This design comes from an exercise in tuning for small area on the open sky130 flow, not from production work. Function was checked by simulation only, so behaviour that the tests miss may differ from the original. The clock input has no modelled driver; a real chip could not lean on it and would need a root buffer or a full tree. Power is estimated from default activity; no workload was simulated.

JK:
==> flow/design.v (excerpt) <==
module tcp_syn_os_fingerprinter_top #(
  parameter int unsigned COUNT_WIDTH = 16
) (
  input  logic         clk_i,
  input  logic         rst_ni,
  input  logic         s_axis_tvalid,
  output logic         s_axis_tready,
  input  logic [23:0]  s_axis_tdata,
  input  logic [0:0]   s_axis_tuser,
  output logic         m_axis_tvalid,
  input  logic         m_axis_tready,
  output logic [135:0] m_axis_tdata,
  output logic [0:0]   m_axis_tuser
);
Size: ~660 cells after synthesis, about 170 flip-flops, roughly 170 I/O pins, about 8100 µm² of cells after synthesis.
Settings: LEC_CHECK=0, CAP_MARGIN=20, CORE_MARGIN=2, CORE_UTILIZATION=70, SLEW_MARGIN=20; clock period 6.0 ns.
standard.sh (not shown) runs the stock make flow with config.mk's settings and CLKGATE_MAP_FILE= SYNTH_SCRIPT=/design/flow/synth_recipe.tcl, a recipe that flattens the netlist after the stock synthesis.
==> flow/flow/run.sh <==
#!/bin/bash
# Own layout flow: the standard.sh with the standard synthesis unchanged, then:
#  - constant outputs keep the single tie cell from synthesis (no per-port tie cells),
#  - port buffers use sky130_fd_sc_hd__buf_1,
#  - the clock tree is built by flow/clock_tree.tcl (sourced before CTS): one root
#    buffer driving CLK_LEAVES leaf buffers, each driving one cluster of flip-flops,
#  - after CTS, flow/post_cts.tcl downsizes cells with slack to spare.
# Each step's full output goes to its own log here.
set -euo pipefail
export PRE_CTS_TCL="$PWD/flow/clock_tree.tcl"
export POST_CTS_TCL="$PWD/flow/post_cts.tcl"
export CLK_LEAVES=11
export CLK_LEAF_BUF=sky130_fd_sc_hd__clkbuf_8
export CLK_ROOT_BUF=sky130_fd_sc_hd__clkbuf_16
bash standard.sh synth > 1_synth.log 2>&1
bash standard.sh SKIP_REPAIR_TIE_FANOUT=1 floorplan > 2_floorplan.log 2>&1
bash standard.sh SKIP_REPAIR_TIE_FANOUT=1 \
  "BUFFER_PORTS_ARGS=-buffer_cell sky130_fd_sc_hd__buf_1" \
  finish > 3_finish.log 2>&1
==> flow/flow/post_cts.tcl <==
# Sourced by ORFS cts.tcl as POST_CTS_TCL, after its timing repair.
# Downsizes cells whose paths have slack to spare (OpenROAD power recovery),
# then legalizes the placement again.
estimate_parasitics -placement
repair_timing -recover_power 100 -verbose
detailed_placement
check_placement -verbose
Other scripts of this flow, unchanged in this note and not shown: flow/flow/clock_tree.tcl
Input-level comparison between MS and JK:
--- a/flow/flow/run.sh
+++ b/flow/flow/run.sh
@@ -5,10 +5,12 @@
 #  - the clock tree is built by flow/clock_tree.tcl (sourced before CTS): one root
 #    buffer driving CLK_LEAVES leaf buffers, each driving one cluster of flip-flops,
-#  - after CTS, flow/post_cts.tcl downsizes cells with slack to spare.
+#  - before the placement repair, flow/downsize.tcl puts combinational cells with
+#    few loads at their smallest drive strength; repair_design sizes up as needed.
 # Each step's full output goes to its own log here.
 set -euo pipefail
 export PRE_CTS_TCL="$PWD/flow/clock_tree.tcl"
-export POST_CTS_TCL="$PWD/flow/post_cts.tcl"
 export CLK_LEAVES=11
+export PRE_RESIZE_TCL="$PWD/flow/downsize.tcl"
+export DS_MAXFO=8
 export CLK_LEAF_BUF=sky130_fd_sc_hd__clkbuf_8
 export CLK_ROOT_BUF=sky130_fd_sc_hd__clkbuf_16
==> flow/flow/downsize.tcl (new file) <==
# Sourced as PRE_RESIZE_TCL: before repair_design, swap each combinational cell
# with at most DS_MAXFO loads
# for the smallest cell of the same function family (same name but drive strength),
# so that repair_design sizes up only where a net needs it.
proc ds_base {name} {
  if {[regexp {^(.*)_([0-9]+)$} $name -> b d]} { return $b }
  return ""
}
set ds_lib_cells {}
foreach lc [get_lib_cells sky130_fd_sc_hd__*] {
  set n [get_name $lc]
  set b [ds_base $n]
  if {$b eq ""} continue
  if {[string match "*lpflow*" $n] || [string match "*probe*" $n]} continue
  if {[catch {set a [get_property $lc area]}]} continue
  if {![info exists ds_best($b)] || $a < $ds_besta($b)} { set ds_best($b) $n; set ds_besta($b) $a }
}
set ds_count 0
set ds_saved 0.0
foreach inst [get_cells *] {
  set n [get_property $inst ref_name]
  set lc [get_lib_cells */$n]
  if {[string match "*df*" $n] || [string match "*clk*" $n] || [string match "*conb*" $n] || [string match "*tap*" $n]} continue
  set b [ds_base $n]
  if {$b eq "" || ![info exists ds_best($b)]} continue
  set fo 0
  foreach p [get_pins -of_objects $inst -filter "direction==output"] {
    set net [get_nets -of_objects $p]
    if {$net ne ""} { incr fo [llength [get_pins -of_objects $net -filter "direction==input"]] }
  }
  if {$fo > $::env(DS_MAXFO)} continue
  if {$ds_best($b) ne $n} {
    set ds_saved [expr {$ds_saved + [get_property $lc area] - $ds_besta($b)}]
    replace_cell $inst $ds_best($b)
    incr ds_count
  }
}
puts "downsize: $ds_count cells, [format %.1f $ds_saved] um2"
removed: flow/flow/post_cts.tcl
- From JK to MS the numbers moved as follows: power of the combinational group decreased about 2%; worst setup margin decreased 0.021 ns.
- The global-route usage reported for MS is smaller than that of JK by 0.86 points.
- Comparing JK and MS, the lower wire length of the first global-routing pass is on MS.
- In terms of final setup skew, MS and JK differ only marginally.
In every run of this note, the design's own scripts or RTL, not TritonCTS, make the clock network.

[static timing again, ports no longer ideal]
The results above use ideal ports. As a check the final layouts listed here were re-extracted and re-timed, cells and wires unchanged.
Step 1: set_driving_cell puts a clkbuf_16 on clk_i and a buf_2 on each other input, an assumption about the parent block.
Step 2 moves the port delays by t, midway between the first and last clock arrival at a register: inputs arrive t later, outputs are due t later. That takes back most of the time a late clock gives input paths.
a / b / c = ideal ports / drivers / drivers and shift; a / b = the first two.
run | t, ns | setup slack, ns | hold WS [ns] | clock arrival spread, ns | worst slew at a driven data input, ns
JK | 0.394 | 1.033 / 0.997 / 1.391 | 0.466 / 0.466 / 0.466 | 0.020 / 0.021 | 0.05
MS | 0.392 | 1.012 / 0.977 / 1.368 | 0.476 / 0.476 / 0.476 | 0.021 / 0.021 | 0.06
After both steps every run listed still meets setup and hold.
